Background: an optimization exercise with open tools, aiming at small area and a short achievable clock period. Do not read the settings as production practice.
Function was checked by simulation only, so behaviour that the tests miss may differ from the original.

`design/flow/run.sh`:
```
#!/bin/bash
# synth_recipe.tcl (not shown) runs the flow's synth.tcl, then flattens the netlist and writes it again
# the make line also repeats each setting of config.mk as NAME=value (left out here)
make -C /OpenROAD-flow-scripts/flow DESIGN_CONFIG=/design/flow/config.mk WORK_HOME=/design/flow/orfs CLKGATE_MAP_FILE= SYNTH_SCRIPT=/design/flow/synth_recipe.tcl finish
```
`design/flow/config.mk`:
```
export PLATFORM = sky130hd
export DESIGN_NAME = mm_top
export DESIGN_NICKNAME = mm_top
export VERILOG_FILES = /design/flow/design.v
export SDC_FILE = /design/flow/constraint.sdc
export NUM_CORES = 4
export LEC_CHECK = 0
export ABC_CLOCK_PERIOD_IN_PS = 4000
export CAP_MARGIN = 20
export CORE_MARGIN = 2
export CORE_UTILIZATION = 60
export PLACE_DENSITY = 0.7
export SETUP_SLACK_MARGIN = 4.5
export SLEW_MARGIN = 20
export SYNTH_HIERARCHICAL = 1
```
`design/flow/constraint.sdc`:
```
create_clock -name core_clock -period 8.0 [get_ports {clk}]
set_input_delay 1.6000 -clock core_clock [delete_from_list [all_inputs] [get_ports {clk}]]
set_output_delay 1.6000 -clock core_clock [all_outputs]
set_load 0.01 [all_outputs]
```
`design/flow/design.v`:
```
`default_nettype none
package mm_pkg;
  localparam int ARRAY_N = 3;
  localparam int ELEM_W = 8;
  localparam int ACC_W  = 16;
  typedef logic signed [ELEM_W-1:0] elem_t;
  typedef logic signed [ACC_W-1:0]  acc_t;
  typedef enum logic [1:0] {
    SEQ_IDLE = 2'd0,
    SEQ_RUN  = 2'd1,
    SEQ_DONE = 2'd2
  } seq_state_t;
endpackage
`default_nettype wire
`default_nettype none
package mm_regs_pkg;
  localparam int AXI_ADDR_W = 8;
  localparam int AXI_DATA_W = 32;
  localparam logic [AXI_ADDR_W-1:0] REG_CTRL   = 8'h00;
  localparam logic [AXI_ADDR_W-1:0] REG_STATUS = 8'h04;
  localparam logic [AXI_ADDR_W-1:0] OPND_BASE  = 8'h40;
  localparam logic [AXI_ADDR_W-1:0] RES_BASE   = 8'h80;
  localparam int CTRL_START = 0;
  localparam int CTRL_CLEAR = 1;
  localparam int STAT_BUSY = 0;
  localparam int STAT_DONE = 1;
  localparam int STAT_FULL = 2;
  typedef enum logic [1:0] {
    RESP_OKAY   = 2'b00,
    RESP_SLVERR = 2'b10
  } axi_resp_t;
endpackage
`default_nettype wire
`default_nettype none
module mm_dot3 (
  input  wire [7:0]  i_a0, i_a1, i_a2,
  input  wire [7:0]  i_b0, i_b1, i_b2,
  output wire [47:0] o_st
);
  wire pp1;
  wire pp2;
  wire pp3;
  wire pp4;
  wire pp5;
  wire pp6;
  wire pp7;
  wire pp8;
  wire pp9;
  wire pp10;
  wire pp11;
  wire pp12;
  wire pp13;
  wire pp14;
  wire pp15;
  wire pp16;
  wire pp17;
  wire pp18;
  wire pp19;
  wire pp20;
  wire pp21;
  wire pp22;
  wire pp23;
  wire pp24;
  wire pp25;
  wire pp26;
  wire pp27;
  wire pp28;
  wire pp29;
  wire pp30;
  wire pp31;
  wire pp32;
  wire pp33;
  wire pp34;
  wire pp35;
  wire pp36;
  wire pp37;
  wire pp38;
  wire pp39;
  wire pp40;
  wire pp41;
  wire pp42;
  wire pp43;
  wire pp44;
  wire pp45;
  wire pp46;
  wire pp47;
  wire pp48;
  wire pp49;
  wire pp50;
  wire pp51;
  wire pp52;
  wire pp53;
  wire pp54;
  wire pp55;
  wire pp56;
  wire pp57;
  wire pp58;
  wire pp59;
  wire pp60;
  wire pp61;
  wire pp62;
  wire pp63;
  wire pp64;
  wire pp65;
  wire pp66;
  wire pp67;
  wire pp68;
  wire pp69;
  wire pp70;
  wire pp71;
  wire pp72;
  wire pp73;
  wire pp74;
  wire pp75;
  wire pp76;
  wire pp77;
  wire pp78;
  wire pp79;
  wire pp80;
  wire pp81;
  wire pp82;
  wire pp83;
  wire pp84;
  wire pp85;
  wire pp86;
  wire pp87;
  wire pp88;
  wire pp89;
  wire pp90;
  wire pp91;
  wire pp92;
  wire pp93;
  wire pp94;
  wire pp95;
  wire pp96;
  wire pp97;
  wire pp98;
  wire pp99;
  wire pp100;
  wire pp101;
  wire pp102;
  wire pp103;
  wire pp104;
  wire pp105;
  wire pp106;
  wire pp107;
  wire pp108;
  wire pp109;
  wire pp110;
  wire pp111;
  wire pp112;
  wire pp113;
  wire pp114;
  wire pp115;
  wire pp116;
  wire pp117;
  wire pp118;
  wire pp119;
  wire pp120;
  wire pp121;
  wire pp122;
  wire pp123;
  wire pp124;
  wire pp125;
  wire pp126;
  wire pp127;
  wire pp128;
  wire pp129;
  wire pp130;
  wire pp131;
  wire pp132;
  wire pp133;
  wire pp134;
  wire pp135;
  wire pp136;
  wire pp137;
  wire pp138;
  wire pp139;
  wire pp140;
  wire pp141;
  wire pp142;
  wire pp143;
  wire pp144;
  wire pp145;
  wire pp146;
  wire pp147;
  wire pp148;
  wire pp149;
  wire pp150;
  wire pp151;
  wire pp152;
  wire pp153;
  wire pp154;
  wire pp155;
  wire pp156;
  wire pp157;
  wire pp158;
  wire pp159;
  wire pp160;
  wire pp161;
  wire pp162;
  wire pp163;
  wire pp164;
  wire pp165;
  wire pp166;
  wire pp167;
  wire pp168;
  wire pp169;
  wire pp170;
  wire pp171;
  wire pp172;
  wire pp173;
  wire pp174;
  wire pp175;
  wire pp176;
  wire pp177;
  wire pp178;
  wire pp179;
  wire pp180;
  wire pp181;
  wire pp182;
  wire pp183;
  wire pp184;
  wire pp185;
  wire pp186;
  wire pp187;
  wire pp188;
  wire pp189;
  wire pp190;
  wire pp191;
  wire pp192;
  wire s193;
  wire c194;
  wire s195;
  wire c196;
  wire s197;
  wire c198;
  wire s199;
  wire c200;
  wire s201;
  wire c202;
  wire s203;
  wire c204;
  wire s205;
  wire c206;
  wire s207;
  wire c208;
  wire s209;
  wire c210;
  wire s211;
  wire c212;
  wire s213;
  wire c214;
  wire s215;
  wire c216;
  wire s217;
  wire c218;
  wire s219;
  wire c220;
  wire s221;
  wire c222;
  wire s223;
  wire c224;
  wire s225;
  wire c226;
  wire s227;
  wire c228;
  wire s229;
  wire c230;
  wire s231;
  wire c232;
  wire s233;
  wire c234;
  wire s235;
  wire c236;
  wire s237;
  wire c238;
  wire s239;
  wire c240;
  wire s241;
  wire c242;
  wire s243;
  wire c244;
  wire s245;
  wire c246;
  wire s247;
  wire c248;
  wire s249;
  wire c250;
  wire s251;
  wire c252;
  wire s253;
  wire c254;
  wire s255;
  wire c256;
  wire s257;
  wire c258;
  wire s259;
  wire c260;
  wire s261;
  wire c262;
  wire s263;
  wire c264;
  wire s265;
  wire c266;
  wire s267;
  wire c268;
  wire s269;
  wire c270;
  wire s271;
  wire c272;
  wire s273;
  wire c274;
  wire s275;
  wire c276;
  wire s277;
  wire c278;
  wire s279;
  wire c280;
  wire s281;
  wire c282;
  wire s283;
  wire c284;
  wire s285;
  wire c286;
  wire s287;
  wire c288;
  wire s289;
  wire c290;
  wire s291;
  wire c292;
  wire s293;
  wire c294;
  wire s295;
  wire c296;
  wire s297;
  wire c298;
  wire s299;
  wire c300;
  wire s301;
  wire c302;
  wire s303;
  wire c304;
  wire s305;
  wire c306;
  wire s307;
  wire c308;
  wire s309;
  wire c310;
  wire s311;
  wire c312;
  wire s313;
  wire c314;
  wire s315;
  wire c316;
  wire s317;
  wire c318;
  wire s319;
  wire c320;
  wire s321;
  wire c322;
  wire s323;
  wire c324;
  wire s325;
  wire c326;
  wire s327;
  wire c328;
  wire s329;
  wire c330;
  wire s331;
  wire c332;
  wire s333;
  wire c334;
  wire s335;
  wire c336;
  wire s337;
  wire c338;
  wire s339;
  wire c340;
  wire s341;
  wire c342;
  wire s343;
  wire c344;
  wire s345;
  wire c346;
  wire s347;
  wire c348;
  wire s349;
  wire c350;
  wire s351;
  wire c352;
  wire s353;
  wire c354;
  wire s355;
  wire c356;
  wire s357;
  wire c358;
  wire s359;
  wire c360;
  wire s361;
  wire c362;
  wire s363;
  wire c364;
  wire s365;
  wire c366;
  wire s367;
  wire c368;
  wire s369;
  wire c370;
  wire s371;
  wire c372;
  wire s373;
  wire c374;
  wire s375;
  wire c376;
  wire s377;
  wire c378;
  wire s379;
  wire c380;
  wire s381;
  wire c382;
  wire s383;
  wire c384;
  wire s385;
  wire c386;
  wire s387;
  wire c388;
  wire s389;
  wire c390;
  wire s391;
  wire c392;
  wire s393;
  wire c394;
  wire s395;
  wire c396;
  wire s397;
  wire c398;
  wire s399;
  wire c400;
  wire s401;
  wire c402;
  wire s403;
  wire c404;
  wire s405;
  wire c406;
  wire s407;
  wire c408;
  wire s409;
  wire c410;
  wire s411;
  wire c412;
  wire s413;
  wire c414;
  wire s415;
  wire c416;
  wire s417;
  wire c418;
  wire s419;
  wire c420;
  wire s421;
  wire c422;
  wire s423;
  wire c424;
  wire s425;
  wire c426;
  wire s427;
  wire c428;
  wire s429;
  wire c430;
  wire s431;
  wire c432;
  wire s433;
  wire c434;
  wire s435;
  wire c436;
  wire s437;
  wire c438;
  wire s439;
  wire c440;
  wire s441;
  wire c442;
  wire s443;
  wire c444;
  wire s445;
  wire c446;
  wire s447;
  wire c448;
  wire s449;
  wire c450;
  wire s451;
  wire c452;
  wire s453;
  wire c454;
  wire s455;
  wire c456;
  wire s457;
  wire c458;
  wire s459;
  wire c460;
  wire s461;
  wire c462;
  wire s463;
  wire c464;
  wire s465;
  wire c466;
  wire s467;
  wire c468;
  wire s469;
  wire c470;
  wire s471;
  wire c472;
  wire s473;
  wire c474;
  wire s475;
  wire c476;
  wire s477;
  wire c478;
  wire s479;
  wire c480;
  wire s481;
  wire c482;
  wire s483;
  wire c484;
  wire s485;
  wire c486;
  wire s487;
  wire c488;
  wire s489;
  wire c490;
  wire s491;
  wire c492;
  wire s493;
  wire c494;
  wire s495;
  wire c496;
  wire s497;
  wire c498;
  wire s499;
  wire c500;
  wire s501;
  wire c502;
  wire s503;
  assign pp1 = ~(i_a0[0] & i_b0[0]);
  assign pp2 = ~(i_a0[0] & i_b0[1]);
  assign pp3 = ~(i_a0[0] & i_b0[2]);
  assign pp4 = ~(i_a0[0] & i_b0[3]);
  assign pp5 = ~(i_a0[0] & i_b0[4]);
  assign pp6 = ~(i_a0[0] & i_b0[5]);
  assign pp7 = ~(i_a0[0] & i_b0[6]);
  assign pp8 = i_a0[0] & i_b0[7];
  assign pp9 = ~(i_a0[1] & i_b0[0]);
  assign pp10 = ~(i_a0[1] & i_b0[1]);
  assign pp11 = ~(i_a0[1] & i_b0[2]);
  assign pp12 = ~(i_a0[1] & i_b0[3]);
  assign pp13 = ~(i_a0[1] & i_b0[4]);
  assign pp14 = ~(i_a0[1] & i_b0[5]);
  assign pp15 = ~(i_a0[1] & i_b0[6]);
  assign pp16 = i_a0[1] & i_b0[7];
  assign pp17 = ~(i_a0[2] & i_b0[0]);
  assign pp18 = ~(i_a0[2] & i_b0[1]);
  assign pp19 = ~(i_a0[2] & i_b0[2]);
  assign pp20 = ~(i_a0[2] & i_b0[3]);
  assign pp21 = ~(i_a0[2] & i_b0[4]);
  assign pp22 = ~(i_a0[2] & i_b0[5]);
  assign pp23 = ~(i_a0[2] & i_b0[6]);
  assign pp24 = i_a0[2] & i_b0[7];
  assign pp25 = ~(i_a0[3] & i_b0[0]);
  assign pp26 = ~(i_a0[3] & i_b0[1]);
  assign pp27 = ~(i_a0[3] & i_b0[2]);
  assign pp28 = ~(i_a0[3] & i_b0[3]);
  assign pp29 = ~(i_a0[3] & i_b0[4]);
  assign pp30 = ~(i_a0[3] & i_b0[5]);
  assign pp31 = ~(i_a0[3] & i_b0[6]);
  assign pp32 = i_a0[3] & i_b0[7];
  assign pp33 = ~(i_a0[4] & i_b0[0]);
  assign pp34 = ~(i_a0[4] & i_b0[1]);
  assign pp35 = ~(i_a0[4] & i_b0[2]);
  assign pp36 = ~(i_a0[4] & i_b0[3]);
  assign pp37 = ~(i_a0[4] & i_b0[4]);
  assign pp38 = ~(i_a0[4] & i_b0[5]);
  assign pp39 = ~(i_a0[4] & i_b0[6]);
  assign pp40 = i_a0[4] & i_b0[7];
  assign pp41 = ~(i_a0[5] & i_b0[0]);
  assign pp42 = ~(i_a0[5] & i_b0[1]);
  assign pp43 = ~(i_a0[5] & i_b0[2]);
  assign pp44 = ~(i_a0[5] & i_b0[3]);
  assign pp45 = ~(i_a0[5] & i_b0[4]);
  assign pp46 = ~(i_a0[5] & i_b0[5]);
  assign pp47 = ~(i_a0[5] & i_b0[6]);
  assign pp48 = i_a0[5] & i_b0[7];
  assign pp49 = ~(i_a0[6] & i_b0[0]);
  assign pp50 = ~(i_a0[6] & i_b0[1]);
  assign pp51 = ~(i_a0[6] & i_b0[2]);
  assign pp52 = ~(i_a0[6] & i_b0[3]);
  assign pp53 = ~(i_a0[6] & i_b0[4]);
  assign pp54 = ~(i_a0[6] & i_b0[5]);
  assign pp55 = ~(i_a0[6] & i_b0[6]);
  assign pp56 = i_a0[6] & i_b0[7];
  assign pp57 = i_a0[7] & i_b0[0];
  assign pp58 = i_a0[7] & i_b0[1];
  assign pp59 = i_a0[7] & i_b0[2];
  assign pp60 = i_a0[7] & i_b0[3];
  assign pp61 = i_a0[7] & i_b0[4];
  assign pp62 = i_a0[7] & i_b0[5];
  assign pp63 = i_a0[7] & i_b0[6];
  assign pp64 = ~(i_a0[7] & i_b0[7]);
  assign pp65 = ~(i_a1[0] & i_b1[0]);
  assign pp66 = ~(i_a1[0] & i_b1[1]);
  assign pp67 = ~(i_a1[0] & i_b1[2]);
  assign pp68 = ~(i_a1[0] & i_b1[3]);
  assign pp69 = ~(i_a1[0] & i_b1[4]);
  assign pp70 = ~(i_a1[0] & i_b1[5]);
  assign pp71 = ~(i_a1[0] & i_b1[6]);
  assign pp72 = i_a1[0] & i_b1[7];
  assign pp73 = ~(i_a1[1] & i_b1[0]);
  assign pp74 = ~(i_a1[1] & i_b1[1]);
  assign pp75 = ~(i_a1[1] & i_b1[2]);
  assign pp76 = ~(i_a1[1] & i_b1[3]);
  assign pp77 = ~(i_a1[1] & i_b1[4]);
  assign pp78 = ~(i_a1[1] & i_b1[5]);
  assign pp79 = ~(i_a1[1] & i_b1[6]);
  assign pp80 = i_a1[1] & i_b1[7];
  assign pp81 = ~(i_a1[2] & i_b1[0]);
  assign pp82 = ~(i_a1[2] & i_b1[1]);
  assign pp83 = ~(i_a1[2] & i_b1[2]);
  assign pp84 = ~(i_a1[2] & i_b1[3]);
  assign pp85 = ~(i_a1[2] & i_b1[4]);
  assign pp86 = ~(i_a1[2] & i_b1[5]);
  assign pp87 = ~(i_a1[2] & i_b1[6]);
  assign pp88 = i_a1[2] & i_b1[7];
  assign pp89 = ~(i_a1[3] & i_b1[0]);
  assign pp90 = ~(i_a1[3] & i_b1[1]);
  assign pp91 = ~(i_a1[3] & i_b1[2]);
  assign pp92 = ~(i_a1[3] & i_b1[3]);
  assign pp93 = ~(i_a1[3] & i_b1[4]);
  assign pp94 = ~(i_a1[3] & i_b1[5]);
  assign pp95 = ~(i_a1[3] & i_b1[6]);
  assign pp96 = i_a1[3] & i_b1[7];
  assign pp97 = ~(i_a1[4] & i_b1[0]);
  assign pp98 = ~(i_a1[4] & i_b1[1]);
  assign pp99 = ~(i_a1[4] & i_b1[2]);
  assign pp100 = ~(i_a1[4] & i_b1[3]);
  assign pp101 = ~(i_a1[4] & i_b1[4]);
  assign pp102 = ~(i_a1[4] & i_b1[5]);
  assign pp103 = ~(i_a1[4] & i_b1[6]);
  assign pp104 = i_a1[4] & i_b1[7];
  assign pp105 = ~(i_a1[5] & i_b1[0]);
  assign pp106 = ~(i_a1[5] & i_b1[1]);
  assign pp107 = ~(i_a1[5] & i_b1[2]);
  assign pp108 = ~(i_a1[5] & i_b1[3]);
  assign pp109 = ~(i_a1[5] & i_b1[4]);
  assign pp110 = ~(i_a1[5] & i_b1[5]);
  assign pp111 = ~(i_a1[5] & i_b1[6]);
  assign pp112 = i_a1[5] & i_b1[7];
  assign pp113 = ~(i_a1[6] & i_b1[0]);
  assign pp114 = ~(i_a1[6] & i_b1[1]);
  assign pp115 = ~(i_a1[6] & i_b1[2]);
  assign pp116 = ~(i_a1[6] & i_b1[3]);
  assign pp117 = ~(i_a1[6] & i_b1[4]);
  assign pp118 = ~(i_a1[6] & i_b1[5]);
  assign pp119 = ~(i_a1[6] & i_b1[6]);
  assign pp120 = i_a1[6] & i_b1[7];
  assign pp121 = i_a1[7] & i_b1[0];
  assign pp122 = i_a1[7] & i_b1[1];
  assign pp123 = i_a1[7] & i_b1[2];
  assign pp124 = i_a1[7] & i_b1[3];
  assign pp125 = i_a1[7] & i_b1[4];
  assign pp126 = i_a1[7] & i_b1[5];
  assign pp127 = i_a1[7] & i_b1[6];
  assign pp128 = ~(i_a1[7] & i_b1[7]);
  assign pp129 = ~(i_a2[0] & i_b2[0]);
  assign pp130 = ~(i_a2[0] & i_b2[1]);
  assign pp131 = ~(i_a2[0] & i_b2[2]);
  assign pp132 = ~(i_a2[0] & i_b2[3]);
  assign pp133 = ~(i_a2[0] & i_b2[4]);
  assign pp134 = ~(i_a2[0] & i_b2[5]);
  assign pp135 = ~(i_a2[0] & i_b2[6]);
  assign pp136 = i_a2[0] & i_b2[7];
  assign pp137 = ~(i_a2[1] & i_b2[0]);
  assign pp138 = ~(i_a2[1] & i_b2[1]);
  assign pp139 = ~(i_a2[1] & i_b2[2]);
  assign pp140 = ~(i_a2[1] & i_b2[3]);
  assign pp141 = ~(i_a2[1] & i_b2[4]);
  assign pp142 = ~(i_a2[1] & i_b2[5]);
  assign pp143 = ~(i_a2[1] & i_b2[6]);
  assign pp144 = i_a2[1] & i_b2[7];
  assign pp145 = ~(i_a2[2] & i_b2[0]);
  assign pp146 = ~(i_a2[2] & i_b2[1]);
  assign pp147 = ~(i_a2[2] & i_b2[2]);
  assign pp148 = ~(i_a2[2] & i_b2[3]);
  assign pp149 = ~(i_a2[2] & i_b2[4]);
  assign pp150 = ~(i_a2[2] & i_b2[5]);
  assign pp151 = ~(i_a2[2] & i_b2[6]);
  assign pp152 = i_a2[2] & i_b2[7];
  assign pp153 = ~(i_a2[3] & i_b2[0]);
  assign pp154 = ~(i_a2[3] & i_b2[1]);
  assign pp155 = ~(i_a2[3] & i_b2[2]);
  assign pp156 = ~(i_a2[3] & i_b2[3]);
  assign pp157 = ~(i_a2[3] & i_b2[4]);
  assign pp158 = ~(i_a2[3] & i_b2[5]);
  assign pp159 = ~(i_a2[3] & i_b2[6]);
  assign pp160 = i_a2[3] & i_b2[7];
  assign pp161 = ~(i_a2[4] & i_b2[0]);
  assign pp162 = ~(i_a2[4] & i_b2[1]);
  assign pp163 = ~(i_a2[4] & i_b2[2]);
  assign pp164 = ~(i_a2[4] & i_b2[3]);
  assign pp165 = ~(i_a2[4] & i_b2[4]);
  assign pp166 = ~(i_a2[4] & i_b2[5]);
  assign pp167 = ~(i_a2[4] & i_b2[6]);
  assign pp168 = i_a2[4] & i_b2[7];
  assign pp169 = ~(i_a2[5] & i_b2[0]);
  assign pp170 = ~(i_a2[5] & i_b2[1]);
  assign pp171 = ~(i_a2[5] & i_b2[2]);
  assign pp172 = ~(i_a2[5] & i_b2[3]);
  assign pp173 = ~(i_a2[5] & i_b2[4]);
  assign pp174 = ~(i_a2[5] & i_b2[5]);
  assign pp175 = ~(i_a2[5] & i_b2[6]);
  assign pp176 = i_a2[5] & i_b2[7];
  assign pp177 = ~(i_a2[6] & i_b2[0]);
  assign pp178 = ~(i_a2[6] & i_b2[1]);
  assign pp179 = ~(i_a2[6] & i_b2[2]);
  assign pp180 = ~(i_a2[6] & i_b2[3]);
  assign pp181 = ~(i_a2[6] & i_b2[4]);
  assign pp182 = ~(i_a2[6] & i_b2[5]);
  assign pp183 = ~(i_a2[6] & i_b2[6]);
  assign pp184 = i_a2[6] & i_b2[7];
  assign pp185 = i_a2[7] & i_b2[0];
  assign pp186 = i_a2[7] & i_b2[1];
  assign pp187 = i_a2[7] & i_b2[2];
  assign pp188 = i_a2[7] & i_b2[3];
  assign pp189 = i_a2[7] & i_b2[4];
  assign pp190 = i_a2[7] & i_b2[5];
  assign pp191 = i_a2[7] & i_b2[6];
  assign pp192 = ~(i_a2[7] & i_b2[7]);
  mm_fa u_s193 (.i_a(pp106), .i_b(pp113), .i_c(pp135), .o_s(s193), .o_c(c194));
  mm_fa u_s195 (.i_a(pp100), .i_b(pp107), .i_c(pp114), .o_s(s195), .o_c(c196));
  mm_fa u_s197 (.i_a(pp121), .i_b(pp136), .i_c(pp143), .o_s(s197), .o_c(c198));
  mm_fa u_s199 (.i_a(pp15), .i_b(pp150), .i_c(pp157), .o_s(s199), .o_c(c200));
  mm_ha u_s201 (.i_a(pp101), .i_b(pp108), .o_s(s201), .o_c(c202));
  mm_fa u_s203 (.i_a(pp115), .i_b(pp122), .i_c(pp144), .o_s(s203), .o_c(c204));
  mm_fa u_s205 (.i_a(pp151), .i_b(pp158), .i_c(pp16), .o_s(s205), .o_c(c206));
  mm_ha u_s207 (.i_a(pp102), .i_b(pp109), .o_s(s207), .o_c(c208));
  mm_fa u_s209 (.i_a(pp116), .i_b(pp123), .i_c(1'b1), .o_s(s209), .o_c(c210));
  mm_fa u_s211 (.i_a(pp12), .i_b(pp133), .i_c(pp140), .o_s(s211), .o_c(c212));
  mm_fa u_s213 (.i_a(pp105), .i_b(pp13), .i_c(pp134), .o_s(s213), .o_c(c214));
  mm_fa u_s215 (.i_a(pp141), .i_b(pp148), .i_c(pp155), .o_s(s215), .o_c(c216));
  mm_fa u_s217 (.i_a(pp162), .i_b(pp169), .i_c(pp20), .o_s(s217), .o_c(c218));
  mm_fa u_s219 (.i_a(pp14), .i_b(pp142), .i_c(pp149), .o_s(s219), .o_c(c220));
  mm_fa u_s221 (.i_a(pp156), .i_b(pp163), .i_c(pp170), .o_s(s221), .o_c(c222));
  mm_fa u_s223 (.i_a(pp177), .i_b(pp21), .i_c(pp28), .o_s(s223), .o_c(c224));
  mm_fa u_s225 (.i_a(pp35), .i_b(pp42), .i_c(pp49), .o_s(s225), .o_c(c226));
  mm_fa u_s227 (.i_a(pp7), .i_b(pp71), .i_c(1'b1), .o_s(s227), .o_c(c228));
  mm_fa u_s229 (.i_a(pp164), .i_b(pp171), .i_c(pp178), .o_s(s229), .o_c(c230));
  mm_fa u_s231 (.i_a(pp185), .i_b(pp22), .i_c(pp29), .o_s(s231), .o_c(c232));
  mm_fa u_s233 (.i_a(pp36), .i_b(pp43), .i_c(pp50), .o_s(s233), .o_c(c234));
  mm_fa u_s235 (.i_a(pp57), .i_b(pp72), .i_c(pp79), .o_s(s235), .o_c(c236));
  mm_fa u_s237 (.i_a(pp8), .i_b(pp86), .i_c(pp93), .o_s(s237), .o_c(c238));
  mm_fa u_s239 (.i_a(c194), .i_b(s195), .i_c(1'b1), .o_s(s239), .o_c(c240));
  mm_fa u_s241 (.i_a(pp165), .i_b(pp172), .i_c(pp179), .o_s(s241), .o_c(c242));
  mm_fa u_s243 (.i_a(pp186), .i_b(pp23), .i_c(pp30), .o_s(s243), .o_c(c244));
  mm_fa u_s245 (.i_a(pp37), .i_b(pp44), .i_c(pp51), .o_s(s245), .o_c(c246));
  mm_fa u_s247 (.i_a(pp58), .i_b(pp80), .i_c(pp87), .o_s(s247), .o_c(c248));
  mm_fa u_s249 (.i_a(pp94), .i_b(c196), .i_c(c198), .o_s(s249), .o_c(c250));
  mm_fa u_s251 (.i_a(c200), .i_b(s201), .i_c(s203), .o_s(s251), .o_c(c252));
  mm_fa u_s253 (.i_a(pp152), .i_b(pp159), .i_c(pp166), .o_s(s253), .o_c(c254));
  mm_fa u_s255 (.i_a(pp173), .i_b(pp180), .i_c(pp187), .o_s(s255), .o_c(c256));
  mm_fa u_s257 (.i_a(pp24), .i_b(pp31), .i_c(pp38), .o_s(s257), .o_c(c258));
  mm_fa u_s259 (.i_a(pp45), .i_b(pp52), .i_c(pp59), .o_s(s259), .o_c(c260));
  mm_fa u_s261 (.i_a(pp88), .i_b(pp95), .i_c(s209), .o_s(s261), .o_c(c262));
  mm_fa u_s263 (.i_a(c202), .i_b(c204), .i_c(c206), .o_s(s263), .o_c(c264));
  mm_fa u_s265 (.i_a(pp103), .i_b(pp110), .i_c(pp117), .o_s(s265), .o_c(c266));
  mm_fa u_s267 (.i_a(pp124), .i_b(pp160), .i_c(pp167), .o_s(s267), .o_c(c268));
  mm_fa u_s269 (.i_a(pp174), .i_b(pp181), .i_c(pp188), .o_s(s269), .o_c(c270));
  mm_fa u_s271 (.i_a(pp32), .i_b(pp39), .i_c(pp46), .o_s(s271), .o_c(c272));
  mm_fa u_s273 (.i_a(pp53), .i_b(pp60), .i_c(pp96), .o_s(s273), .o_c(c274));
  mm_fa u_s275 (.i_a(pp104), .i_b(pp111), .i_c(pp118), .o_s(s275), .o_c(c276));
  mm_fa u_s277 (.i_a(pp125), .i_b(pp168), .i_c(pp175), .o_s(s277), .o_c(c278));
  mm_fa u_s279 (.i_a(pp11), .i_b(pp132), .i_c(pp139), .o_s(s279), .o_c(c280));
  mm_fa u_s281 (.i_a(pp146), .i_b(pp153), .i_c(1'b1), .o_s(s281), .o_c(c282));
  mm_fa u_s283 (.i_a(pp147), .i_b(pp154), .i_c(pp161), .o_s(s283), .o_c(c284));
  mm_fa u_s285 (.i_a(pp19), .i_b(pp26), .i_c(pp33), .o_s(s285), .o_c(c286));
  mm_fa u_s287 (.i_a(pp5), .i_b(pp69), .i_c(pp76), .o_s(s287), .o_c(c288));
  mm_fa u_s289 (.i_a(pp27), .i_b(pp34), .i_c(pp41), .o_s(s289), .o_c(c290));
  mm_fa u_s291 (.i_a(pp6), .i_b(pp70), .i_c(pp77), .o_s(s291), .o_c(c292));
  mm_fa u_s293 (.i_a(pp84), .i_b(pp91), .i_c(pp98), .o_s(s293), .o_c(c294));
  mm_fa u_s295 (.i_a(c212), .i_b(s213), .i_c(1'b1), .o_s(s295), .o_c(c296));
  mm_fa u_s297 (.i_a(pp78), .i_b(pp85), .i_c(pp92), .o_s(s297), .o_c(c298));
  mm_fa u_s299 (.i_a(pp99), .i_b(s227), .i_c(c214), .o_s(s299), .o_c(c300));
  mm_fa u_s301 (.i_a(c216), .i_b(c218), .i_c(s193), .o_s(s301), .o_c(c302));
  mm_fa u_s303 (.i_a(s219), .i_b(s221), .i_c(s223), .o_s(s303), .o_c(c304));
  mm_fa u_s305 (.i_a(c228), .i_b(c220), .i_c(c222), .o_s(s305), .o_c(c306));
  mm_fa u_s307 (.i_a(c224), .i_b(c226), .i_c(s197), .o_s(s307), .o_c(c308));
  mm_fa u_s309 (.i_a(s199), .i_b(s229), .i_c(s231), .o_s(s309), .o_c(c310));
  mm_fa u_s311 (.i_a(s233), .i_b(s235), .i_c(s237), .o_s(s311), .o_c(c312));
  mm_fa u_s313 (.i_a(c230), .i_b(c232), .i_c(c234), .o_s(s313), .o_c(c314));
  mm_fa u_s315 (.i_a(c236), .i_b(c238), .i_c(s205), .o_s(s315), .o_c(c316));
  mm_fa u_s317 (.i_a(s241), .i_b(s243), .i_c(s245), .o_s(s317), .o_c(c318));
  mm_fa u_s319 (.i_a(s247), .i_b(c240), .i_c(s249), .o_s(s319), .o_c(c320));
  mm_fa u_s321 (.i_a(c242), .i_b(c244), .i_c(c246), .o_s(s321), .o_c(c322));
  mm_fa u_s323 (.i_a(c248), .i_b(s207), .i_c(s253), .o_s(s323), .o_c(c324));
  mm_fa u_s325 (.i_a(s255), .i_b(s257), .i_c(s259), .o_s(s325), .o_c(c326));
  mm_fa u_s327 (.i_a(s261), .i_b(c250), .i_c(c252), .o_s(s327), .o_c(c328));
  mm_fa u_s329 (.i_a(c210), .i_b(c208), .i_c(c254), .o_s(s329), .o_c(c330));
  mm_fa u_s331 (.i_a(c256), .i_b(c258), .i_c(c260), .o_s(s331), .o_c(c332));
  mm_fa u_s333 (.i_a(s265), .i_b(s267), .i_c(s269), .o_s(s333), .o_c(c334));
  mm_fa u_s335 (.i_a(s271), .i_b(s273), .i_c(c262), .o_s(s335), .o_c(c336));
  mm_fa u_s337 (.i_a(pp182), .i_b(pp189), .i_c(pp40), .o_s(s337), .o_c(c338));
  mm_fa u_s339 (.i_a(pp47), .i_b(pp54), .i_c(pp61), .o_s(s339), .o_c(c340));
  mm_fa u_s341 (.i_a(c266), .i_b(c268), .i_c(c270), .o_s(s341), .o_c(c342));
  mm_fa u_s343 (.i_a(c272), .i_b(c274), .i_c(s275), .o_s(s343), .o_c(c344));
  mm_fa u_s345 (.i_a(pp112), .i_b(pp119), .i_c(pp126), .o_s(s345), .o_c(c346));
  mm_fa u_s347 (.i_a(pp176), .i_b(pp183), .i_c(pp190), .o_s(s347), .o_c(c348));
  mm_fa u_s349 (.i_a(pp48), .i_b(pp55), .i_c(pp62), .o_s(s349), .o_c(c350));
  mm_fa u_s351 (.i_a(pp10), .i_b(pp131), .i_c(pp138), .o_s(s351), .o_c(c352));
  mm_fa u_s353 (.i_a(pp145), .i_b(pp17), .i_c(1'b1), .o_s(s353), .o_c(c354));
  mm_fa u_s355 (.i_a(pp18), .i_b(pp25), .i_c(pp4), .o_s(s355), .o_c(c356));
  mm_fa u_s357 (.i_a(pp68), .i_b(pp75), .i_c(pp82), .o_s(s357), .o_c(c358));
  mm_fa u_s359 (.i_a(pp89), .i_b(s281), .i_c(1'b1), .o_s(s359), .o_c(c360));
  mm_fa u_s361 (.i_a(pp83), .i_b(pp90), .i_c(pp97), .o_s(s361), .o_c(c362));
  mm_fa u_s363 (.i_a(c282), .i_b(c280), .i_c(s211), .o_s(s363), .o_c(c364));
  mm_fa u_s365 (.i_a(s283), .i_b(s285), .i_c(s287), .o_s(s365), .o_c(c366));
  mm_fa u_s367 (.i_a(c284), .i_b(c286), .i_c(c288), .o_s(s367), .o_c(c368));
  mm_fa u_s369 (.i_a(s215), .i_b(s217), .i_c(s289), .o_s(s369), .o_c(c370));
  mm_fa u_s371 (.i_a(s291), .i_b(s293), .i_c(s295), .o_s(s371), .o_c(c372));
  mm_fa u_s373 (.i_a(c290), .i_b(c292), .i_c(c294), .o_s(s373), .o_c(c374));
  mm_fa u_s375 (.i_a(s225), .i_b(s297), .i_c(c296), .o_s(s375), .o_c(c376));
  mm_fa u_s377 (.i_a(s299), .i_b(s301), .i_c(s303), .o_s(s377), .o_c(c378));
  mm_fa u_s379 (.i_a(c298), .i_b(c300), .i_c(s239), .o_s(s379), .o_c(c380));
  mm_fa u_s381 (.i_a(c302), .i_b(c304), .i_c(s305), .o_s(s381), .o_c(c382));
  mm_fa u_s383 (.i_a(s307), .i_b(s309), .i_c(s311), .o_s(s383), .o_c(c384));
  mm_fa u_s385 (.i_a(c306), .i_b(c308), .i_c(c310), .o_s(s385), .o_c(c386));
  mm_fa u_s387 (.i_a(c312), .i_b(s313), .i_c(s315), .o_s(s387), .o_c(c388));
  mm_fa u_s389 (.i_a(s251), .i_b(s317), .i_c(s319), .o_s(s389), .o_c(c390));
  mm_fa u_s391 (.i_a(c314), .i_b(c316), .i_c(c318), .o_s(s391), .o_c(c392));
  mm_fa u_s393 (.i_a(s263), .i_b(s321), .i_c(s323), .o_s(s393), .o_c(c394));
  mm_fa u_s395 (.i_a(s325), .i_b(c320), .i_c(s327), .o_s(s395), .o_c(c396));
  mm_fa u_s397 (.i_a(c264), .i_b(c322), .i_c(c324), .o_s(s397), .o_c(c398));
  mm_fa u_s399 (.i_a(c326), .i_b(s329), .i_c(s331), .o_s(s399), .o_c(c400));
  mm_fa u_s401 (.i_a(s333), .i_b(s335), .i_c(c328), .o_s(s401), .o_c(c402));
  mm_fa u_s403 (.i_a(s277), .i_b(s337), .i_c(s339), .o_s(s403), .o_c(c404));
  mm_fa u_s405 (.i_a(c330), .i_b(c332), .i_c(c334), .o_s(s405), .o_c(c406));
  mm_fa u_s407 (.i_a(s341), .i_b(s343), .i_c(c336), .o_s(s407), .o_c(c408));
  mm_fa u_s409 (.i_a(c276), .i_b(c278), .i_c(c338), .o_s(s409), .o_c(c410));
  mm_fa u_s411 (.i_a(c340), .i_b(s345), .i_c(s347), .o_s(s411), .o_c(c412));
  mm_fa u_s413 (.i_a(s349), .i_b(c342), .i_c(c344), .o_s(s413), .o_c(c414));
  mm_fa u_s415 (.i_a(pp120), .i_b(pp127), .i_c(pp184), .o_s(s415), .o_c(c416));
  mm_fa u_s417 (.i_a(pp191), .i_b(pp56), .i_c(pp63), .o_s(s417), .o_c(c418));
  mm_fa u_s419 (.i_a(c346), .i_b(c348), .i_c(c350), .o_s(s419), .o_c(c420));
  mm_fa u_s421 (.i_a(pp130), .i_b(pp137), .i_c(pp2), .o_s(s421), .o_c(c422));
  mm_fa u_s423 (.i_a(pp3), .i_b(pp67), .i_c(pp74), .o_s(s423), .o_c(c424));
  mm_fa u_s425 (.i_a(pp81), .i_b(s353), .i_c(1'b1), .o_s(s425), .o_c(c426));
  mm_fa u_s427 (.i_a(c354), .i_b(c352), .i_c(s279), .o_s(s427), .o_c(c428));
  mm_fa u_s429 (.i_a(s355), .i_b(s357), .i_c(s359), .o_s(s429), .o_c(c430));
  mm_fa u_s431 (.i_a(c356), .i_b(c358), .i_c(c360), .o_s(s431), .o_c(c432));
  mm_fa u_s433 (.i_a(s361), .i_b(s363), .i_c(s365), .o_s(s433), .o_c(c434));
  mm_fa u_s435 (.i_a(c362), .i_b(c364), .i_c(c366), .o_s(s435), .o_c(c436));
  mm_fa u_s437 (.i_a(s367), .i_b(s369), .i_c(s371), .o_s(s437), .o_c(c438));
  mm_fa u_s439 (.i_a(c368), .i_b(c370), .i_c(s373), .o_s(s439), .o_c(c440));
  mm_fa u_s441 (.i_a(s375), .i_b(c372), .i_c(s377), .o_s(s441), .o_c(c442));
  mm_fa u_s443 (.i_a(c374), .i_b(c376), .i_c(s379), .o_s(s443), .o_c(c444));
  mm_fa u_s445 (.i_a(c378), .i_b(s381), .i_c(s383), .o_s(s445), .o_c(c446));
  mm_fa u_s447 (.i_a(c380), .i_b(c382), .i_c(s385), .o_s(s447), .o_c(c448));
  mm_fa u_s449 (.i_a(c384), .i_b(s387), .i_c(s389), .o_s(s449), .o_c(c450));
  mm_fa u_s451 (.i_a(c386), .i_b(c388), .i_c(s391), .o_s(s451), .o_c(c452));
  mm_fa u_s453 (.i_a(s393), .i_b(c390), .i_c(s395), .o_s(s453), .o_c(c454));
  mm_fa u_s455 (.i_a(c392), .i_b(s397), .i_c(c394), .o_s(s455), .o_c(c456));
  mm_fa u_s457 (.i_a(s399), .i_b(s401), .i_c(c396), .o_s(s457), .o_c(c458));
  mm_fa u_s459 (.i_a(s403), .i_b(c398), .i_c(c400), .o_s(s459), .o_c(c460));
  mm_fa u_s461 (.i_a(s405), .i_b(s407), .i_c(c402), .o_s(s461), .o_c(c462));
  mm_fa u_s463 (.i_a(c404), .i_b(s409), .i_c(s411), .o_s(s463), .o_c(c464));
  mm_fa u_s465 (.i_a(c406), .i_b(s413), .i_c(c408), .o_s(s465), .o_c(c466));
  mm_fa u_s467 (.i_a(s415), .i_b(s417), .i_c(c410), .o_s(s467), .o_c(c468));
  mm_fa u_s469 (.i_a(c412), .i_b(s419), .i_c(c414), .o_s(s469), .o_c(c470));
  mm_fa u_s471 (.i_a(pp128), .i_b(pp192), .i_c(pp64), .o_s(s471), .o_c(c472));
  mm_fa u_s473 (.i_a(c416), .i_b(c418), .i_c(c420), .o_s(s473), .o_c(c474));
  mm_fa u_s475 (.i_a(pp66), .i_b(pp73), .i_c(1'b1), .o_s(s475), .o_c(c476));
  mm_fa u_s477 (.i_a(c422), .i_b(s351), .i_c(s423), .o_s(s477), .o_c(c478));
  mm_fa u_s479 (.i_a(c424), .i_b(c426), .i_c(s427), .o_s(s479), .o_c(c480));
  mm_fa u_s481 (.i_a(c428), .i_b(s431), .i_c(c430), .o_s(s481), .o_c(c482));
  mm_fa u_s483 (.i_a(c432), .i_b(c434), .i_c(s435), .o_s(s483), .o_c(c484));
  mm_fa u_s485 (.i_a(c436), .i_b(s439), .i_c(c438), .o_s(s485), .o_c(c486));
  mm_fa u_s487 (.i_a(c440), .i_b(s443), .i_c(c442), .o_s(s487), .o_c(c488));
  mm_fa u_s489 (.i_a(c444), .i_b(s447), .i_c(c446), .o_s(s489), .o_c(c490));
  mm_fa u_s491 (.i_a(c448), .i_b(s451), .i_c(c450), .o_s(s491), .o_c(c492));
  mm_fa u_s493 (.i_a(c452), .i_b(s455), .i_c(c454), .o_s(s493), .o_c(c494));
  mm_fa u_s495 (.i_a(c456), .i_b(s459), .i_c(s461), .o_s(s495), .o_c(c496));
  mm_fa u_s497 (.i_a(s463), .i_b(c460), .i_c(s465), .o_s(s497), .o_c(c498));
  mm_fa u_s499 (.i_a(s467), .i_b(c464), .i_c(s469), .o_s(s499), .o_c(c500));
  mm_fa u_s501 (.i_a(s471), .i_b(c468), .i_c(s473), .o_s(s501), .o_c(c502));
  assign s503 = ~(c472);
  assign o_st = {c474, s503, c502, c470, s501, c500, c466, s499, c498, c462, s497, c496, c458, s495, c494, s457, s493, c492, s453, s491, c490, s449, s489, c488, s445, s487, c486, s441, s485, c484, s437, s483, c482, s433, s481, c480, s429, s479, c478, s425, s477, c476, s421, pp9, s475, pp65, pp129, pp1};
endmodule
module mm_dot3_fin (
  input  wire [47:0] i_st,
  output wire [15:0] o_n0,
  output wire [15:0] o_n1
);
  wire s1;
  wire c2;
  wire s3;
  wire c4;
  wire s5;
  wire c6;
  wire s7;
  wire c8;
  wire s9;
  wire c10;
  wire s11;
  wire c12;
  wire s13;
  wire c14;
  wire s15;
  wire c16;
  wire s17;
  wire c18;
  wire s19;
  wire c20;
  wire s21;
  wire c22;
  wire s23;
  wire c24;
  wire s25;
  wire c26;
  wire s27;
  wire c28;
  wire s29;
  wire c30;
  wire s31;
  mm_fa u_s1 (.i_a(i_st[0]), .i_b(i_st[1]), .i_c(1'b1), .o_s(s1), .o_c(c2));
  mm_fa u_s3 (.i_a(i_st[3]), .i_b(i_st[4]), .i_c(i_st[5]), .o_s(s3), .o_c(c4));
  mm_fa u_s5 (.i_a(i_st[6]), .i_b(i_st[7]), .i_c(i_st[8]), .o_s(s5), .o_c(c6));
  mm_fa u_s7 (.i_a(i_st[10]), .i_b(i_st[11]), .i_c(i_st[9]), .o_s(s7), .o_c(c8));
  mm_fa u_s9 (.i_a(i_st[12]), .i_b(i_st[13]), .i_c(i_st[14]), .o_s(s9), .o_c(c10));
  mm_fa u_s11 (.i_a(i_st[15]), .i_b(i_st[16]), .i_c(i_st[17]), .o_s(s11), .o_c(c12));
  mm_fa u_s13 (.i_a(i_st[18]), .i_b(i_st[19]), .i_c(i_st[20]), .o_s(s13), .o_c(c14));
  mm_fa u_s15 (.i_a(i_st[21]), .i_b(i_st[22]), .i_c(i_st[23]), .o_s(s15), .o_c(c16));
  mm_fa u_s17 (.i_a(i_st[24]), .i_b(i_st[25]), .i_c(i_st[26]), .o_s(s17), .o_c(c18));
  mm_fa u_s19 (.i_a(i_st[27]), .i_b(i_st[28]), .i_c(i_st[29]), .o_s(s19), .o_c(c20));
  mm_fa u_s21 (.i_a(i_st[30]), .i_b(i_st[31]), .i_c(i_st[32]), .o_s(s21), .o_c(c22));
  mm_fa u_s23 (.i_a(i_st[33]), .i_b(i_st[34]), .i_c(i_st[35]), .o_s(s23), .o_c(c24));
  mm_fa u_s25 (.i_a(i_st[36]), .i_b(i_st[37]), .i_c(i_st[38]), .o_s(s25), .o_c(c26));
  mm_fa u_s27 (.i_a(i_st[39]), .i_b(i_st[40]), .i_c(i_st[41]), .o_s(s27), .o_c(c28));
  mm_fa u_s29 (.i_a(i_st[42]), .i_b(i_st[43]), .i_c(i_st[44]), .o_s(s29), .o_c(c30));
  assign s31 = i_st[45] ^ i_st[46] ^ i_st[47];
  assign o_n0 = {c30, c28, c26, c24, c22, c20, c18, c16, c14, c12, c10, c8, c6, c4, c2, i_st[2]};
  assign o_n1 = {s31, s29, s27, s25, s23, s21, s19, s17, s15, s13, s11, s9, s7, s5, s3, s1};
endmodule
module mm_fa (input wire i_a, i_b, i_c, output wire o_s, o_c);
  assign o_s = i_a ^ i_b ^ i_c;
  assign o_c = (i_a & i_b) | (i_a & i_c) | (i_b & i_c);
endmodule
module mm_ha (input wire i_a, i_b, output wire o_s, o_c);
  assign o_s = i_a ^ i_b;
  assign o_c = i_a & i_b;
endmodule
`default_nettype wire
`timescale 1ns/1ps
`default_nettype none
module mm_top (
  input  logic        clk,
  input  logic        rst_n,
  input  logic        i_awvalid,
  output logic        o_awready,
  input  logic [7:0]  i_awaddr,
  input  logic        i_wvalid,
  output logic        o_wready,
  input  logic [31:0] i_wdata,
  input  logic [3:0]  i_wstrb,
  output logic        o_bvalid,
  input  logic        i_bready,
  output logic [1:0]  o_bresp,
  input  logic        i_arvalid,
  output logic        o_arready,
  input  logic [7:0]  i_araddr,
  output logic        o_rvalid,
  input  logic        i_rready,
  output logic [31:0] o_rdata,
  output logic [1:0]  o_rresp
);
  logic        bvalid_q;
  logic        bslverr_q;
  logic        start_q;
  logic        clear_q;
  logic        busy_q;
  logic        done_q;
  logic [2:0]  cnt_q;
  logic [17:0] mask_q;
  logic        newbit_q;
  logic        full;
  logic        accept;
  logic        wr_go;
  logic        wr_ctrl;
  logic        wr_opnd;
  logic [4:0]  wr_slot;
  logic        opnd_we;
  assign wr_go     = i_awvalid && i_wvalid && !bvalid_q;
  assign o_awready = wr_go;
  assign o_wready  = wr_go;
  assign wr_ctrl = (i_awaddr == 8'h00);
  assign wr_opnd = (i_awaddr[1:0] == 2'b00) &&
                   ((i_awaddr[7:6] == 2'b01) || (i_awaddr[7:3] == 5'b10000));
  assign wr_slot = i_awaddr[6:2] - 5'd16;
  assign opnd_we = wr_go && wr_opnd && !busy_q;
  always_ff @(posedge clk or negedge rst_n) begin
    if (!rst_n) begin
      bvalid_q <= 1'b0;
      start_q  <= 1'b0;
      clear_q  <= 1'b0;
    end else begin
      if (bvalid_q && i_bready) bvalid_q <= 1'b0;
      if (wr_go) bvalid_q <= 1'b1;
      start_q <= wr_go && wr_ctrl && i_wdata[0];
      clear_q <= wr_go && wr_ctrl && i_wdata[1];
    end
  end
  always_ff @(posedge clk) begin
    if (wr_go) bslverr_q <= !(wr_ctrl || (wr_opnd && !busy_q));
  end
  assign o_bvalid = bvalid_q;
  assign o_bresp  = {bslverr_q, 1'b0};
  logic [2:0] ph_i_q;
  logic [2:0] ph_j_q;
  logic [2:0] ph_j_next;
  assign ph_j_next = ph_i_q[2] ? {ph_j_q[1:0], ph_j_q[2]} : ph_j_q;
  always_ff @(posedge clk or negedge rst_n) begin
    if (!rst_n) begin
      ph_i_q <= 3'b001;
      ph_j_q <= 3'b001;
    end else begin
      ph_i_q <= {ph_i_q[1:0], ph_i_q[2]};
      ph_j_q <= ph_j_next;
    end
  end
  logic [2:0]        wr_row;
  logic [2:0]        wr_col;
  logic              wr_a;
  logic              wr_b;
  logic [7:0]        a_q [3][3];
  logic [7:0]        b_q [3][3];
  logic [7:0]        bsel_q [3];
  always_comb begin
    wr_a = opnd_we && (wr_slot < 5'd9);
    wr_b = opnd_we && (wr_slot >= 5'd9);
    for (int r = 0; r < 3; r++) begin
      wr_row[r] = 1'b0;
      wr_col[r] = 1'b0;
      for (int c = 0; c < 3; c++) begin
        wr_row[r] = wr_row[r] | (wr_slot == 5'(3 * r + c)) | (wr_slot == 5'(9 + 3 * r + c));
        wr_col[r] = wr_col[r] | (wr_slot == 5'(3 * c + r)) | (wr_slot == 5'(9 + 3 * c + r));
      end
    end
  end
  always_ff @(posedge clk) begin
    for (int k = 0; k < 3; k++) begin
      for (int g = 0; g < 3; g++) begin
        if (wr_a && wr_col[k] &&
            ((ph_i_q[0] && wr_row[(g + 1) % 3]) ||
             (ph_i_q[1] && wr_row[(g + 2) % 3]) ||
             (ph_i_q[2] && wr_row[g])))
          a_q[k][g] <= i_wdata[7:0];
        else
          a_q[k][g] <= a_q[k][(g + 1) % 3];
      end
    end
  end
  always_ff @(posedge clk) begin
    for (int r = 0; r < 3; r++)
      for (int c = 0; c < 3; c++)
        if (wr_b && wr_row[r] && wr_col[c]) b_q[r][c] <= i_wdata[7:0];
  end
  always_ff @(posedge clk) begin
    for (int k = 0; k < 3; k++)
      bsel_q[k] <= ({8{ph_j_next[0]}} & b_q[k][0]) |
                   ({8{ph_j_next[1]}} & b_q[k][1]) |
                   ({8{ph_j_next[2]}} & b_q[k][2]);
  end
  always_ff @(posedge clk or negedge rst_n) begin
    if (!rst_n) begin
      mask_q   <= '0;
      newbit_q <= 1'b0;
    end else begin
      newbit_q <= 1'b0;
      if (clear_q) begin
        mask_q <= '0;
      end else if (opnd_we) begin
        mask_q[wr_slot] <= 1'b1;
        newbit_q        <= !mask_q[wr_slot];
      end
    end
  end
  assign full = (&mask_q) && !newbit_q;
  assign accept = start_q && full && !busy_q;
  always_ff @(posedge clk or negedge rst_n) begin
    if (!rst_n) begin
      busy_q <= 1'b0;
      done_q <= 1'b0;
    end else if (accept) begin
      busy_q <= 1'b1;
      done_q <= 1'b0;
    end else if (busy_q && cnt_q == 3'd7) begin
      busy_q <= 1'b0;
      done_q <= 1'b1;
    end
  end
  always_ff @(posedge clk) begin
    if (accept) cnt_q <= 3'd0;
    else if (busy_q) cnt_q <= cnt_q + 3'd1;
  end
  logic [47:0] dot_st;
  logic [47:0] st_q;
  logic [15:0] fin_n0;
  logic [15:0] fin_n1;
  logic [15:0] sum;
  logic        ring_we;
  logic [15:0] ring_q [9];
  mm_dot3 u_dot (
    .i_a0 (a_q[0][0]),
    .i_a1 (a_q[1][0]),
    .i_a2 (a_q[2][0]),
    .i_b0 (bsel_q[0]),
    .i_b1 (bsel_q[1]),
    .i_b2 (bsel_q[2]),
    .o_st (dot_st)
  );
  always_ff @(posedge clk) st_q <= dot_st;
  mm_dot3_fin u_fin (
    .i_st (st_q),
    .o_n0 (fin_n0),
    .o_n1 (fin_n1)
  );
  assign sum     = ~(fin_n0 + fin_n1 + 16'd1);
  assign ring_we = accept || busy_q;
  always_ff @(posedge clk) begin
    ring_q[0] <= ring_we ? sum : ring_q[8];
    for (int p = 1; p < 9; p++) ring_q[p] <= ring_q[p-1];
  end
  logic        arready_q;
  logic        rvalid_q;
  logic        rslverr_q;
  logic [15:0] rdata_q;
  logic        ar_go;
  logic        rd_ctrl;
  logic        rd_stat;
  logic        rd_res;
  logic [8:0]  rd_k;
  logic [8:0]  phase;
  logic [8:0]  rd_pos;
  logic [15:0] rd_val;
  logic [15:0] rd_data;
  assign ar_go   = i_arvalid && arready_q;
  assign rd_ctrl = (i_araddr == 8'h00);
  assign rd_stat = (i_araddr == 8'h04);
  assign rd_res  = (i_araddr[7] == 1'b1) && (i_araddr[1:0] == 2'b00) &&
                   (i_araddr[6:2] <= 5'd8);
  always_comb begin
    for (int f = 0; f < 9; f++) phase[f] = ph_j_q[f / 3] && ph_i_q[f % 3];
    for (int k = 0; k < 9; k++) rd_k[k] = (i_araddr[5:2] == 4'(k));
    for (int p = 0; p < 9; p++) begin
      rd_pos[p] = 1'b0;
      for (int k = 0; k < 9; k++) rd_pos[p] = rd_pos[p] | (rd_k[k] & phase[(p + 3 * (k % 3) + k / 3 + 2) % 9]);
    end
    rd_val = '0;
    for (int p = 0; p < 9; p++) rd_val = rd_val | ({16{rd_pos[p]}} & ring_q[p]);
    rd_data = '0;
    if (rd_res) rd_data = rd_val;
    else if (rd_stat) rd_data = {13'd0, full, done_q, busy_q};
  end
  always_ff @(posedge clk or negedge rst_n) begin
    if (!rst_n) begin
      arready_q <= 1'b0;
      rvalid_q  <= 1'b0;
    end else if (ar_go) begin
      arready_q <= 1'b0;
      rvalid_q  <= 1'b1;
    end else begin
      if (rvalid_q && i_rready) rvalid_q <= 1'b0;
      arready_q <= !rvalid_q || i_rready;
    end
  end
  always_ff @(posedge clk) begin
    if (ar_go) begin
      rslverr_q <= !(rd_ctrl || rd_stat || rd_res);
      rdata_q   <= rd_data;
    end
  end
  assign o_arready = arready_q;
  assign o_rvalid  = rvalid_q;
  assign o_rresp   = {rslverr_q, 1'b0};
  assign o_rdata   = {{16{rdata_q[15]}}, rdata_q};
endmodule
`default_nettype wire
```
==> run summary <==
# TYPE chip_impl_metric gauge
chip_impl_info{name="status",value="complete, no violations"} 1
chip_impl_metric{name="ant_nets",unit=""} 0
chip_impl_metric{name="fin_cells",unit=""} 2079
chip_impl_metric{name="clk_pin_slew",unit="ps"} 60
chip_impl_metric{name="cts.sinks",unit=""} 413
chip_impl_metric{name="count_of_standard_cell_rows",unit=""} 66
chip_impl_info{name="crit-reg2reg-capture",value="st_q[31]"} 1
chip_impl_metric{name="drt-vias-per-instance",unit=""} 5.95
chip_impl_metric{name="first_global_vias",unit=""} 12700
chip_impl_metric{name="dp_hpwl",unit="um"} 28800
chip_impl_info{name="hold_path.class",value="reg2reg"} 1
chip_impl_info{name="cell_types_occupying_the_most_area_after_synthesis",value="dfxtp_1 30%, fa_1 17%, edfxtp_1 14%"} 1
chip_impl_metric{name="post_synth_num_cell_types",unit=""} 89
chip_impl_metric{name="p_leak",unit="nW"} 7.85
chip_impl_metric{name="hold_viol_final",unit=""} 0
chip_impl_metric{name="initialDrtViolationCount",unit=""} 1323
chip_impl_metric{name="htree_levels",unit=""} 2
chip_impl_metric{name="drive_above_1_share",unit="%"} 15.7
chip_impl_info{name="cp_slowest_cell",value="buf_6"} 1
chip_impl_metric{name="synthArstFlopShare",unit="%"} 7.75
chip_impl_metric{name="drcViolationCount",unit=""} 0
chip_impl_info{name="path_cells",value="buf_6 > nand3_4 > inv_4 > buf_6"} 1
chip_impl_metric{name="grt_first_pass_wirelength",unit="um"} 69600
chip_impl_info{name="reg2reg_from",value="a_q[6][3]"} 1
chip_impl_info{name="start_kind",value="input port"} 1
chip_impl_metric{name="buffer_ports.inserted",unit=""} 69
chip_impl_metric{name="floorplan.initialDensity",unit="%"} 60.5
chip_impl_metric{name="die_w",unit="um"} 184
chip_impl_metric{name="overflow",unit=""} 0
chip_impl_info{name="most_instantiated_flip_flop_cell_in_the_synthesis_netlist",value="dfxtp_1"} 1
chip_impl_info{name="worst_path_most_repeated_cell",value="buf_6"} 1
chip_impl_metric{name="power_per_cell_area",unit="nW/um2"} 195
chip_impl_info{name="grt_setup_unrepaired",value="yes"} 1
chip_impl_metric{name="die_area",unit="um2"} 34000
chip_impl_metric{name="cell_depth_of_the_worst_flop_to_flop_path",unit=""} 7
chip_impl_metric{name="detail_route.wirelength",unit="um"} 44300
chip_impl_info{name="type_of_the_setup_path_with_the_least_slack",value="in2out"} 1
chip_impl_info{name="critPathTopFamily",value="buffers and inverters"} 1
chip_impl_metric{name="max_freq",unit="MHz"} 283
chip_impl_metric{name="rrSetupSlack",unit="ps"} 4550
chip_impl_metric{name="placeableCoreArea",unit="um2"} 32300
chip_impl_info{name="critical_path.endpoint_type",value="output port"} 1
chip_impl_info{name="cell_type_with_the_largest_total_area_after_synthesis",value="dfxtp_1"} 1
chip_impl_metric{name="cts_hold_repair.buffers",unit=""} 0
chip_impl_metric{name="relSlewSlack",unit="%"} 42.1
chip_impl_metric{name="drt_pre_antenna_iters",unit=""} 7
chip_impl_metric{name="slowest_delay",unit="ps"} 110
chip_impl_metric{name="top_level_ports",unit=""} 100
chip_impl_metric{name="dr_total_vias",unit=""} 12400
chip_impl_metric{name="worst_clock_skew",unit="ps"} 15.0
chip_impl_metric{name="finish.net_count",unit=""} 1857
chip_impl_metric{name="yosysSeqAreaShare",unit="%"} 47.8
chip_impl_metric{name="tightest_slew",unit="ps"} 866
chip_impl_metric{name="ys_ff_latch",unit=""} 413
chip_impl_metric{name="drv_slew",unit=""} 0
chip_impl_metric{name="path_depth",unit=""} 4
chip_impl_metric{name="total_power",unit="mW"} 4.31
chip_impl_metric{name="syn2layout_area_growth",unit="%"} 13.1
chip_impl_metric{name="die_h",unit="um"} 184
chip_impl_metric{name="cts_made_buffers",unit=""} 42
chip_impl_info{name="tritoncts",value="done"} 1
chip_impl_metric{name="whs_path_depth",unit=""} 0
chip_impl_metric{name="globalplace.congestion",unit=""} 0.880
chip_impl_metric{name="antenna_cells_inserted",unit=""} 0
chip_impl_metric{name="grt_max_degree",unit=""} 35
chip_impl_info{name="worst_hold_path_ep",value="ring_q[2][7]"} 1
chip_impl_info{name="min-delay-start",value="ring_q[1][7]"} 1
chip_impl_metric{name="number_of_failing_setup_endpoints_in_the_final_timing_report",unit=""} 0
chip_impl_metric{name="post_synth_instance_area",unit="um2"} 19500
chip_impl_metric{name="layout_worst_path_cycle_share",unit="%"} 44.2
chip_impl_metric{name="postSynthCellCount",unit=""} 1615
chip_impl_info{name="synthTopCellsByCount",value="291 x dfxtp_1, 209 x nand2_1, 169 x fa_1"} 1
chip_impl_info{name="synthMostInstantiatedCell",value="dfxtp_1"} 1
chip_impl_metric{name="cp_buf_inv_count",unit=""} 3
chip_impl_metric{name="critPathArrivalTime",unit="ps"} 1930
chip_impl_metric{name="synth_enable_flop_cells",unit=""} 90
chip_impl_metric{name="critical_path_fanouts_max",unit=""} 3
chip_impl_metric{name="clk_path_buf_depth",unit=""} 3
chip_impl_metric{name="tns",unit="ps"} 0
chip_impl_metric{name="worst-endpoint-required",unit="ps"} 6400
chip_impl_metric{name="period_needed",unit="ps"} 3530
chip_impl_metric{name="globalRouteTotalUtil",unit="%"} 26.7
chip_impl_info{name="ctsRootBufferMaster",value="clkbuf_16"} 1
chip_impl_metric{name="synth_largest_type_area_fraction",unit="%"} 29.8
chip_impl_metric{name="yosys_warnings",unit=""} 15
chip_impl_metric{name="routedWlPerCell",unit="um"} 21.3
chip_impl_metric{name="clk_latency",unit="ps"} 540
chip_impl_metric{name="cap_viol_max_count",unit=""} 0
chip_impl_metric{name="syn-mean-instance-area",unit="um2"} 12.1
chip_impl_metric{name="vdd_ir_drop_max",unit="mV"} 0.227
chip_impl_metric{name="grt_antenna_before_repair",unit=""} 0
chip_impl_metric{name="place.detailed.instances",unit=""} 1958
## Yosys stat by module, one instance, submodules excluded
module       flip-flops and latches  cell area (um2)  times used
mm_fa                             0             20.0         168
mm_dot3_fin                       0              268           1
mm_ha                             0             12.5           2
mm_top                          413            14500           1
mm_dot3                           0             1360           1
## how the worst max path moves through the flow
stage                     start           to  slack, ps
CTS                    i_wvalid     o_wready       4470
detailed placement  i_araddr[2]   rdata_q[0]       2720
floorplan           i_awaddr[3]    a_q[4][0]       4400
global route        i_araddr[5]   rdata_q[1]       4440
finish                i_awvalid     o_wready       4470
global placement    i_araddr[2]  rdata_q[15]       2750
## cell usage in the layout (no fill, tap or decap), types with 12 or more instances in the layout
| cell | netlist | routed |
|---|---|---|
| fa_1 | 169 | 168 |
| dfrtp_1 | 30 | 30 |
| nand2_1 | 209 | 209 |
| clkdlybuf4s50_1 | 0 | 56 |
| conb_1 | 3 | 12 |
| buf_12 | 0 | 16 |
| buf_4 | 128 | 33 |
| inv_1 | 53 | 50 |
| and2_1 | 45 | 44 |
| a22oi_1 | 18 | 18 |
| clkbuf_16 | 0 | 43 |
| a21oi_1 | 19 | 17 |
| mux2_1 | 72 | 40 |
| nor3_1 | 18 | 18 |
| mux2_4 | 0 | 32 |
| nand3_1 | 19 | 18 |
| nor2_1 | 52 | 42 |
| ha_1 | 25 | 20 |
| o21ai_0 | 25 | 25 |
| a31oi_1 | 27 | 24 |
| a222oi_1 | 49 | 49 |
| edfxtp_1 | 90 | 90 |
| dfxtp_1 | 291 | 270 |
## through the flow
step                area, um2  util (%)  hold slack (ps)  worst slack, ps
floorplan               19800         -              326             4400
global placement        19800      61.3              331             2750
detailed placement      19800      61.3              335             2720
CTS                     21800      67.5              346             4470
global route            22100      68.4              352             4440
finish                  22100      68.4              344             4470
## repair_timing
| action | CTS | global route |
|---|---|---|
| gates cloned | 2 | 0 |
| endpoints found under the setup margin | 170 | 111 |
| resized for setup | 127 | 34 |
| setup buffers | 30 | 12 |
| pin swaps | 8 | 11 |
## flip-flops by register name, indices dropped and copies added (netlist names), 3 cells and up
register / flops
a_q: 72
b_q: 72
bsel_q: 24
cnt_q: 3
mask_q: 18
ph_i_q: 3
ph_j_q: 3
rdata_q: 16
ring_q: 144
st_q: 48
## kinds of logic (layout without fill, tap and decap cells)
kind of cell | count (synthesis) | after routing | share of synthesized area (%)
flops | 413 | 413 | 47.8
mux | 85 | 85 | 5.15
simple gates | 426 | 426 | 10.3
compound gates | 241 | 242 | 9.66
xor+xnor | 13 | 13 | 0.660
fa+ha+maj | 194 | 194 | 18.9
other cells | 3 | 12 | 0.0577
buf+inv | 240 | 252 | 7.40
## report_power, final
group	internal, mW	total [mW]	switching (mW)
sequential	2.14	2.15	0.00872
clock	1.13	1.92	0.789
combinational	0.102	0.234	0.132
total	3.38	4.31	0.930
## area by class of cell
class | instances | area, um2
clock buffers | 56 | 1170
multi-input cells | 972 | 9270
fillers | 2295 | 10200
well taps | 442 | 553
repair buffers | 119 | 1280
inverters | 56 | 220
flip-flops and latches | 413 | 9390
clock inverters | 21 | 191
## per-layer routing
| metal | up-vias | GRT usage (%) | share of wire, % |
|---|---|---|---|
| li1 | 5526 | - | - |
| met3 | 109 | 5.43 | 7.9 |
| met4 | 0 | 9.63 | 3.2 |
| met2 | 553 | 44.0 | 48 |
| met1 | 6177 | 35.1 | 41 |
| met5 | - | 0 | 0 |

## static timing again, ports no longer ideal
How much do the figures lean on ideal ports? The routed layout below was timed once more, with nothing changed but the port constraints.
Step 1 (the two cells are an assumption about what drives the block):
set clk [get_ports {clk}]
set_driving_cell -lib_cell sky130_fd_sc_hd__clkbuf_16 $clk
set_driving_cell -lib_cell sky130_fd_sc_hd__buf_2 [delete_from_list [all_inputs] $clk]
Step 2 also shifts input and output timing later by t, the mid clock arrival at the registers, as if the neighbouring blocks saw the same clock.
Slacks: no drivers / after step 1 / after step 2; pairs: no drivers / after step 1.
t, ns: 0.593
setup slack, ns: 4.468 / 4.435 / 3.968
hold slack, ns: 0.344 / 0.344 / 0.344
pins driven straight from the clock port: 1
After both steps setup and hold are still met in this run. For this run, drivers alone change the setup slack by -0.033 ns; drivers and shift together by -0.500 ns.
